Background: an optimization exercise with open tools, aiming at small area and a short achievable clock period. Do not read the settings as production practice.
The RTL was checked by simulation tests, not by an equivalence proof against the original design.
Power figures rest on the tool's default switching activity, not on a simulated workload.

File: design.v
package cpu6_pkg;
    localparam int data_w          = 8;
    localparam int log_addr_w      = 16;
    localparam int phys_addr_w     = 19;
    localparam int page_offset_w   = 11;
    localparam int page_base_w     = 3;
    localparam int page_index_w    = log_addr_w - page_offset_w + page_base_w;
    localparam int page_entry_w    = phys_addr_w - page_offset_w;
    localparam int reg_count       = 16;
    localparam int reg_addr_w      = $clog2(reg_count);
    localparam int reg_space_limit = 256;   
    typedef enum logic [2:0] {
        dp_swap, dp_mar_hi, dp_mar_lo, dp_bus_read, dp_constant, dp_zero
    } dp_src_e;
    typedef enum logic [1:0] {
        src_ab, src_da, src_dz, src_za
    } alu_src_e;
    typedef enum logic [2:0] {
        alu_add, alu_subr, alu_subs, alu_or, alu_and, alu_notrs, alu_exor, alu_exnor
    } alu_func_e;
    typedef enum logic {dest_none, dest_ram_f} alu_dest_e;
    typedef enum logic [1:0] {carry_zero, carry_one, carry_flag} carry_sel_e;
    typedef enum logic [1:0] {
        load_none, load_result, load_mar_from_war, load_page_base
    } load_sel_e;
    typedef enum logic [2:0] {
        addr_none, addr_war_hi, addr_war_lo, addr_war_inc, addr_mar_inc, addr_swap
    } addr_op_e;
    typedef enum logic [1:0] {
        store_none, store_page_write, store_bus_write, store_bus_read
    } store_op_e;
    typedef struct packed {
        logic carry;
        logic overflow;
        logic sign;
        logic zero;
    } alu_flags_t;
    typedef struct packed {
        dp_src_e               dp_src;
        alu_src_e              alu_src;
        alu_func_e             alu_func;
        alu_dest_e             alu_dest;
        carry_sel_e            carry_sel;
        load_sel_e             load_sel;
        addr_op_e              addr_op;
        store_op_e             store_op;
        logic [data_w-1:0]     constant;
        logic [reg_addr_w-1:0] reg_a;
        logic [reg_addr_w-1:0] reg_b;
    } microword_t;
    localparam microword_t uop_none = '0;
endpackage
`timescale 1ns/10ps
import cpu6_pkg::*;
module cpu6_alu (
    input  logic                            clock,
    input  logic                            reset,
    input  logic [cpu6_pkg::reg_addr_w-1:0] reg_a,
    input  logic [cpu6_pkg::reg_addr_w-1:0] reg_b,
    input  cpu6_pkg::alu_src_e              src,
    input  cpu6_pkg::alu_func_e             func,
    input  cpu6_pkg::alu_dest_e             dest,
    input  logic                            carry_in,
    input  logic [cpu6_pkg::data_w-1:0]     d,
    output logic [cpu6_pkg::data_w-1:0]     f,
    output cpu6_pkg::alu_flags_t            flags
);
    logic [data_w-1:0] regs [reg_count];
    logic [data_w-1:0] r_op;
    logic [data_w-1:0] s_op;
    logic [data_w-1:0] add_x;
    logic [data_w-1:0] add_y;
    logic [data_w:0]   sum;
    always_comb begin
        r_op = regs[reg_a];   
        s_op = regs[reg_b];
        case (src)
            src_da: begin
                r_op = d;
                s_op = regs[reg_a];
            end
            src_dz: begin
                r_op = d;
                s_op = '0;
            end
            src_za: begin
                r_op = '0;
                s_op = regs[reg_a];
            end
            default: ;
        endcase
    end
    always_comb begin
        add_x = r_op;
        add_y = s_op;
        case (func)
            alu_subr: begin
                add_x = s_op;
                add_y = ~r_op;
            end
            alu_subs: add_y = ~s_op;
            default: ;
        endcase
    end
    assign sum = {1'b0, add_x} + {1'b0, add_y} + {{data_w{1'b0}}, carry_in};
    always_comb begin
        case (func)
            alu_or:    f = r_op | s_op;
            alu_and:   f = r_op & s_op;
            alu_notrs: f = ~r_op & s_op;
            alu_exor:  f = r_op ^ s_op;
            alu_exnor: f = ~(r_op ^ s_op);
            default:   f = sum[data_w-1:0];
        endcase
    end
    always_comb begin
        flags.carry    = 1'b0;   
        flags.overflow = 1'b0;
        if ((func == alu_add) || (func == alu_subr) || (func == alu_subs)) begin
            flags.carry    = sum[data_w];
            flags.overflow = (add_x[data_w-1] == add_y[data_w-1]) &&
                             (sum[data_w-1] != add_x[data_w-1]);
        end
        flags.sign = f[data_w-1];
        flags.zero = (f == '0);
    end
    always_ff @(posedge clock) begin
        if (!reset && dest == dest_ram_f) begin   
            regs[reg_b] <= f;
        end
    end
endmodule
`timescale 1ns/10ps
import cpu6_pkg::*;
module cpu6_datapath (
    input  logic                            clock,
    input  logic                            reset,
    input  cpu6_pkg::microword_t            uop,
    input  logic [cpu6_pkg::log_addr_w-1:0] mar,
    input  logic [cpu6_pkg::data_w-1:0]     read_byte,
    output logic [cpu6_pkg::data_w-1:0]     dp_bus,
    output logic [cpu6_pkg::data_w-1:0]     result
);
    logic [data_w-1:0] swap_reg;
    logic [data_w-1:0] alu_f;
    cpu6_pkg::alu_flags_t alu_flags;
    cpu6_pkg::alu_flags_t flag_reg;
    logic              alu_carry_in;
    always_comb begin
        case (uop.dp_src)
            dp_swap:     dp_bus = swap_reg;
            dp_mar_hi:   dp_bus = {~mar[15:12], mar[11:8]};   
            dp_mar_lo:   dp_bus = mar[7:0];
            dp_bus_read: dp_bus = read_byte;
            dp_constant: dp_bus = uop.constant;
            default:     dp_bus = '0;
        endcase
    end
    always_comb begin
        case (uop.carry_sel)
            carry_one:  alu_carry_in = 1'b1;
            carry_flag: alu_carry_in = flag_reg.carry;
            default:    alu_carry_in = 1'b0;
        endcase
    end
    cpu6_alu u_alu (
        .clock    (clock),
        .reset    (reset),
        .reg_a    (uop.reg_a),
        .reg_b    (uop.reg_b),
        .src      (uop.alu_src),
        .func     (uop.alu_func),
        .dest     (uop.alu_dest),
        .carry_in (alu_carry_in),
        .d        (dp_bus),
        .f        (alu_f),
        .flags    (alu_flags)
    );
    always_ff @(posedge clock or posedge reset) begin
        if (reset) begin
            result   <= '0;
            swap_reg <= '0;
            flag_reg <= '0;
        end else begin
            if (uop.load_sel == load_result) begin
                result <= alu_f;
            end
            if (uop.addr_op == addr_swap) begin
                swap_reg <= {dp_bus[3:0], dp_bus[7:4]};   
            end
            if (uop.alu_dest == dest_ram_f && ((uop.alu_func == alu_add) || (uop.alu_func == alu_subr) ||
                                               (uop.alu_func == alu_subs))) begin
                flag_reg <= alu_flags;
            end
        end
    end
endmodule
`timescale 1ns/10ps
import cpu6_pkg::*;
module cpu6_mmu (
    input  logic                             clock,
    input  logic                             reset,
    input  cpu6_pkg::microword_t             uop,
    input  logic [cpu6_pkg::data_w-1:0]      result,
    output logic [cpu6_pkg::log_addr_w-1:0]  mar,
    output logic [cpu6_pkg::phys_addr_w-1:0] phys_addr
);
    logic [log_addr_w-1:0]   war;
    logic [page_base_w-1:0]  page_base;
    logic [page_entry_w-1:0] page_table [2**page_index_w];
    logic [page_index_w-1:0] page_index;
    logic                    war_from_mar;
    logic [data_w-1:0]       war_hi_src;
    logic [data_w-1:0]       war_lo_src;
    assign war_from_mar = (uop.load_sel == load_mar_from_war);
    assign war_hi_src   = war_from_mar ? mar[15:8] : result;
    assign war_lo_src   = war_from_mar ? mar[7:0] : result;
    assign page_index = {mar[log_addr_w-1:page_offset_w], page_base};
    assign phys_addr  = {page_table[page_index], mar[page_offset_w-1:0]};
    always_ff @(posedge clock or posedge reset) begin
        if (reset) begin
            mar       <= '0;
            war       <= '0;
            page_base <= '0;
        end else begin
            case (uop.load_sel)
                load_mar_from_war: mar <= war;
                load_page_base:    page_base <= result[page_base_w-1:0];
                default: ;
            endcase
            case (uop.addr_op)
                addr_war_hi:  war[15:8] <= war_hi_src;
                addr_war_lo:  war[7:0] <= war_lo_src;
                addr_war_inc: war <= war + 1'b1;
                addr_mar_inc: mar <= mar + 1'b1;   
                default: ;
            endcase
        end
    end
    always_ff @(posedge clock) begin
        if (uop.store_op == store_page_write) begin
            page_table[page_index] <= result;
        end
    end
endmodule
`timescale 1ns/10ps
import cpu6_pkg::*;
module cpu6_bus_port (
    input  logic                             clock,
    input  logic                             reset,
    input  cpu6_pkg::store_op_e              store_op,
    input  logic [cpu6_pkg::data_w-1:0]      dp_bus,
    input  logic [cpu6_pkg::phys_addr_w-1:0] phys_addr,
    input  logic [cpu6_pkg::data_w-1:0]      data_in,
    output logic [cpu6_pkg::data_w-1:0]      read_byte,
    output logic                             write_en,
    output logic [cpu6_pkg::phys_addr_w-1:0] address,
    output logic [cpu6_pkg::data_w-1:0]      data_out
);
    logic              write_pending;
    logic              reg_space;
    logic [data_w-1:0] read_src;
    assign reg_space = (phys_addr < phys_addr_w'(reg_space_limit));
    assign read_src  = reg_space ? data_out : data_in;
    assign address   = phys_addr;
    always_ff @(posedge clock or posedge reset) begin
        if (reset) begin
            data_out      <= '0;
            write_pending <= 1'b0;
            write_en      <= 1'b0;
            read_byte     <= '0;
        end else begin
            write_pending <= (store_op == store_bus_write);
            write_en      <= write_pending;   
            if (store_op == store_bus_write) begin
                data_out <= dp_bus;
            end
            if (store_op == store_bus_read) begin
                read_byte <= read_src;
            end
        end
    end
endmodule
`timescale 1ns/10ps
import cpu6_pkg::*;
module cpu6 (
    input  logic                             clock,
    input  logic                             reset,
    input  logic [33:0]                      uop,    
    input  logic [cpu6_pkg::data_w-1:0]      data_in,
    output logic                             write_en,
    output logic [cpu6_pkg::phys_addr_w-1:0] address,
    output logic [cpu6_pkg::data_w-1:0]      data_out
);
    cpu6_pkg::microword_t           pipe_uop;
    cpu6_pkg::microword_t           uop_word;
    logic [data_w-1:0]      dp_bus;
    logic [data_w-1:0]      result;
    logic [data_w-1:0]      read_byte;
    logic [log_addr_w-1:0]  mar;
    logic [phys_addr_w-1:0] phys_addr;
    assign uop_word = cpu6_pkg::microword_t'(uop);
    always_ff @(posedge clock or posedge reset) begin
        if (reset) begin
            pipe_uop <= uop_none;
        end else begin
            pipe_uop <= uop_word;
        end
    end
    cpu6_datapath u_datapath (
        .clock     (clock),
        .reset     (reset),
        .uop       (pipe_uop),
        .mar       (mar),
        .read_byte (read_byte),
        .dp_bus    (dp_bus),
        .result    (result)
    );
    cpu6_mmu u_mmu (
        .clock     (clock),
        .reset     (reset),
        .uop       (pipe_uop),
        .result    (result),
        .mar       (mar),
        .phys_addr (phys_addr)
    );
    cpu6_bus_port u_bus_port (
        .clock     (clock),
        .reset     (reset),
        .store_op  (pipe_uop.store_op),
        .dp_bus    (dp_bus),
        .phys_addr (phys_addr),
        .data_in   (data_in),
        .read_byte (read_byte),
        .write_en  (write_en),
        .address   (address),
        .data_out  (data_out)
    );
endmodule
File: run.sh
#!/bin/bash
# synth_recipe.tcl (not shown) runs the flow's synth.tcl, then flattens the netlist and writes it again
# the make line also repeats each setting of config.mk as NAME=value (left out here)
make -C /OpenROAD-flow-scripts/flow DESIGN_CONFIG=/design/flow/config.mk WORK_HOME=/design/flow/orfs CLKGATE_MAP_FILE= SYNTH_SCRIPT=/design/flow/synth_recipe.tcl finish
File: config.mk
export PLATFORM = sky130hd
export DESIGN_NAME = cpu6
export DESIGN_NICKNAME = cpu6
export VERILOG_FILES = /design/flow/design.v
export SDC_FILE = /design/flow/constraint.sdc
export NUM_CORES = 4
export LEC_CHECK = 0
export CAP_MARGIN = 20
export CORE_MARGIN = 2
export CORE_UTILIZATION = 40
export SETUP_SLACK_MARGIN = 0.3
export SLEW_MARGIN = 20
File: constraint.sdc
create_clock -name core_clock -period 6.5 [get_ports {clock}]
set_input_delay 1.3000 -clock core_clock [delete_from_list [all_inputs] [get_ports {clock}]]
set_output_delay 1.3000 -clock core_clock [all_outputs]
set_load 0.01 [all_outputs]
==> flow_summary.yaml <==
finish:
  largest_reg_by_ff_count: "u_mmu.page_table"
  final_cell_area_sq_um: 103000
  commonest_cells_after_routing_fill_and_taps_aside: "2176 x sky130_fd_sc_hd__edfxtp_1, 580 x sky130_fd_sc_hd__mux4_2, 341 x sky130_fd_sc_hd__nor2_1"
  layout_commonest_cell: "sky130_fd_sc_hd__edfxtp_1"
  area_delta_synth_final_pct: 13.9
  layout_cells_sized_above_1_pct: 24.2
  design.final.nets: 4826
  largest_reg_flops: 2048
  largestRegisters: "u_mmu.page_table x2048, u_datapath.u_alu.regs x128, pipe_uop x34"
sta:
  report.final.setup_viol: 0
  fmaxAchievable_mhz: 162
  period_minus_slack_ps: 6170
  grt_setup_unrepaired: "true"
  clock_skew_ps: 66.8
  fin_setup_tns_ps: 0
  min_period_over_period_pct: 94.9
  final_hold_viol_count: 0
  finalMaxSlewViolations: 0
  max_slew.worst_pin.slew_ps: 1350
  max_slew_margin_pct: 10.3
power:
  power.clock.fraction_pct: 31.4
  worst_ir_drop_vdd_uv: 332
  static-leakage-power_nw: 32.3
  power.share.switching_pct: 29.6
  cellInternalPower_mw: 28.3
  power.sequential.fraction_pct: 44.7
  powerDensity_nw_per_um2: 389
  power.net_switching_mw: 11.9
  power.combinational.fraction_pct: 23.9
logic_synthesis:
  yosys_warnings: 5
  cells_taking_the_most_area_after_synthesis: "sky130_fd_sc_hd__edfxtp_1 72%, sky130_fd_sc_hd__mux4_2 14%, sky130_fd_sc_hd__dfrtp_1 2.9%, sky130_fd_sc_hd__a22oi_1 1.9%, sky130_fd_sc_hd__nor2_1 1.4%"
  synthDistinctLibCells: 68
  yosys_most_used_dff: "sky130_fd_sc_hd__edfxtp_1"
  synth_cells: 4537
  synth_fa_ha_area_share_pct: 0.347
  post_synthesis_simple_gate_area_fraction_pct: 3.14
  async_set_or_reset_flop_fraction_in_the_synthesized_netlist_pct: 4.56
  synth.mux.area_fraction_pct: 15.6
  synth_compound_gate_area_share_pct: 4.24
  synth_top_area_cell: "sky130_fd_sc_hd__edfxtp_1"
  mean_cell_area_of_the_mapped_netlist_sq_um: 20.0
  synth_top_area_share_pct: 72.0
  ys_seq_elements: 2280
  edff_count_synth: 2176
  synth_top_family_by_area: "multiplexers"
  synth_xor_area_share_pct: 0.135
  syn-cell-area_sq_um: 90800
  synth.yosys.seq_area_share_pct: 74.8
  synth_fp_nets: 4605
critical_path:
  timing.critical_path.buf_inv: 5
  required_ps: 5200
  critical_path_cell_by_cell: "buf_12, buf_12, buf_12, buf_4, mux4_2, a22oi_1, a21oi_1, o41ai_1, nand4_1, clkdlybuf4s50_1"
  worstSetupEndpointType: "primary output"
  max_stage_delay_ps: 840
  crit_family: "buffers and inverters"
  worst-setup-path-type: "flip-flop to primary output"
  path_max_fanout: 17
  setup.worst_path.start_class: "flip-flop"
  cp_common_cell: "sky130_fd_sc_hd__buf_12"
  worst_ep_arrival_time_ps: 4870
  crit_path_top_delay_cell: "sky130_fd_sc_hd__o41ai_1"
drt:
  route.detailed.wl_per_inst_um: 30.3
  routed_wl_um: 240000
  remaining_drc_errors: 0
  drt_first_iter_violations: 6060
  routed-via-count: 47100
  route.antenna.remaining_nets: 0
  vias_per_cell: 5.93
  detail_route.first_pass.iterations: 6
clock_network:
  clockRootBuffer: "sky130_fd_sc_hd__clkbuf_16"
  clock_sink_count: 2280
  cts-root-to-sink-buffers: 3
  clk_latency_ps: 860
  tritoncts: "built"
  tritoncts.num_buffers: 221
  cts_htree_levels: 4
  clk_pin_slew_worst_paths_ps: 60
die:
  fp-row-count: 174
  fp.coreArea_sq_um: 225000
  floorplan.io_pins: 72
  dieWidth_um: 480
  initial_utilization_pct: 40.3
  die_height_um: 480
  floorplan.die_area_sq_um: 231000
global_routing:
  grt_pass1_wl_um: 346000
  initial_antenna_violation_count: 5
  gr-usage-all-layers_pct: 20.7
  grt_start_max_net_pins: 241
  via_count_of_the_first_global_routing_pass: 46900
  grt_total_ovfl: 0
placed_design:
  port-buffer-count: 71
  placed_cell_area_sq_um: 95900
  gpl_congestion: 0.834
  place_hpwl_um: 148000
min_path:
  timing.hold.worst.class: "flip-flop to flip-flop"
run_status:
  status: "timing/DRC/antenna clean"
job:
  timing.max_cap.violations: 0
## power groups by stage
stage          clock network [mW]  registers [mW]  logic (mW)
6_report                     12.6            18.0        9.60
5_1_grt                      13.4            18.0        10.1
4_1_cts                      12.8            18.0        9.59
3_5_place_dp                    0            18.4        9.29
3_3_place_gp                    0            18.4        9.18
2_1_floorplan                   0            18.7        5.32
## what timing repair did
item / 4_1_cts / 5_1_grt
cloned: 2 / 1
pin swaps: 1 / 1
hold buffers: 0 / 0
buffers inserted: 13 / 0
setup endpoints to repair: 13 / 5
resized for setup: 12 / 5
## area by class of cell
| type | instances | area, sq um |
|---|---|---|
| clock inverters | 139 | 1270 |
| multi-input cells | 1934 | 21500 |
| well taps | 2992 | 3740 |
| repair buffers | 299 | 2960 |
| fillers | 18800 | 122000 |
| clock buffers | 276 | 5830 |
| flip-flops and latches | 2280 | 68000 |
| inverters | 22 | 85.1 |
| diodes | 2 | 5.00 |
## cell families after synthesis
group           after synthesis
compound gates              567
xor+xnor                     14
fa+ha+maj                    24
buf+inv                     325
flops                      2280
mux                         685
simple gates                642
## stage by stage
stage                     utilization (%)  power [mW]  cells  hold WS (ps)  setup WS (ps)
after floorplan                         -        24.1   4537           331           1380
after global placement               42.6        27.6   7509           335          -35.8
after detailed placement             42.6        27.7   7510           358            245
after CTS                            45.9        40.4   7940           363            181
after global routing                 45.9        41.5   7944           361            270
final                                45.9        40.2   7944           347            330
## routing by layer
layer | routed length (um) | track usage (%)
met5 | 13 | 0
met4 | 7810 | 6.67
met3 | 19300 | 3.90
met2 | 114000 | 32.6
met1 | 98900 | 29.1
## worst paths after layout
kind,cells past startpoint,slack (ps),end,startpoint
max,10,330,address[17],u_mmu.page_base[0]
min,0,350,u_bus_port.write_en,u_bus_port.write_pending
min in group asynchronous,2,970,pipe_uop[23],reset
min reg2reg,0,350,u_bus_port.write_en,u_bus_port.write_pending
max in group asynchronous,3,4310,u_mmu.war[14],reset
max reg2reg,14,1160,u_bus_port.read_byte[5],u_mmu.page_base[0]
## cells in the mapped netlist (23+ instances only)
| library cell | n |
|---|---|
| sky130_fd_sc_hd__a21oi_1 | 161 |
| sky130_fd_sc_hd__a22o_1 | 23 |
| sky130_fd_sc_hd__a22oi_1 | 225 |
| sky130_fd_sc_hd__buf_1 | 38 |
| sky130_fd_sc_hd__buf_2 | 63 |
| sky130_fd_sc_hd__buf_4 | 25 |
| sky130_fd_sc_hd__clkbuf_1 | 156 |
| sky130_fd_sc_hd__dfrtp_1 | 104 |
| sky130_fd_sc_hd__edfxtp_1 | 2176 |
| sky130_fd_sc_hd__mux2_2 | 23 |
| sky130_fd_sc_hd__mux2i_1 | 82 |
| sky130_fd_sc_hd__mux4_2 | 580 |
| sky130_fd_sc_hd__nand2_1 | 134 |
| sky130_fd_sc_hd__nand3_1 | 26 |
| sky130_fd_sc_hd__nor2_1 | 343 |
| sky130_fd_sc_hd__o21ai_0 | 52 |

-- separate check: timing with driven ports --
Ports are ideal in the flow. The routed layout listed here was re-timed in OpenROAD.
Step 1 (the two cells are an assumption about what drives the block):
set clk [get_ports {clock}]
set_driving_cell -lib_cell sky130_fd_sc_hd__clkbuf_16 $clk
set_driving_cell -lib_cell sky130_fd_sc_hd__buf_2 [delete_from_list [all_inputs] $clk]
Step 2, shift: input delay + t, output delay - t, t = (earliest + latest rising clock arrival at the registers) / 2. This alone moves slack from input paths to output paths.
Slacks: no drivers / after step 1 / after step 2; pairs: no drivers / after step 1.
t (ns): 0.937
setup WS [ns]: 0.330 / 0.236 / 1.156
worst register clock-pin slew, ns: 0.07 / 0.07
pins driven straight from the clock port: 1
After both steps this run still meets setup and hold. For this run, drivers alone change the setup slack by -0.094 ns; drivers and shift together by +0.826 ns.
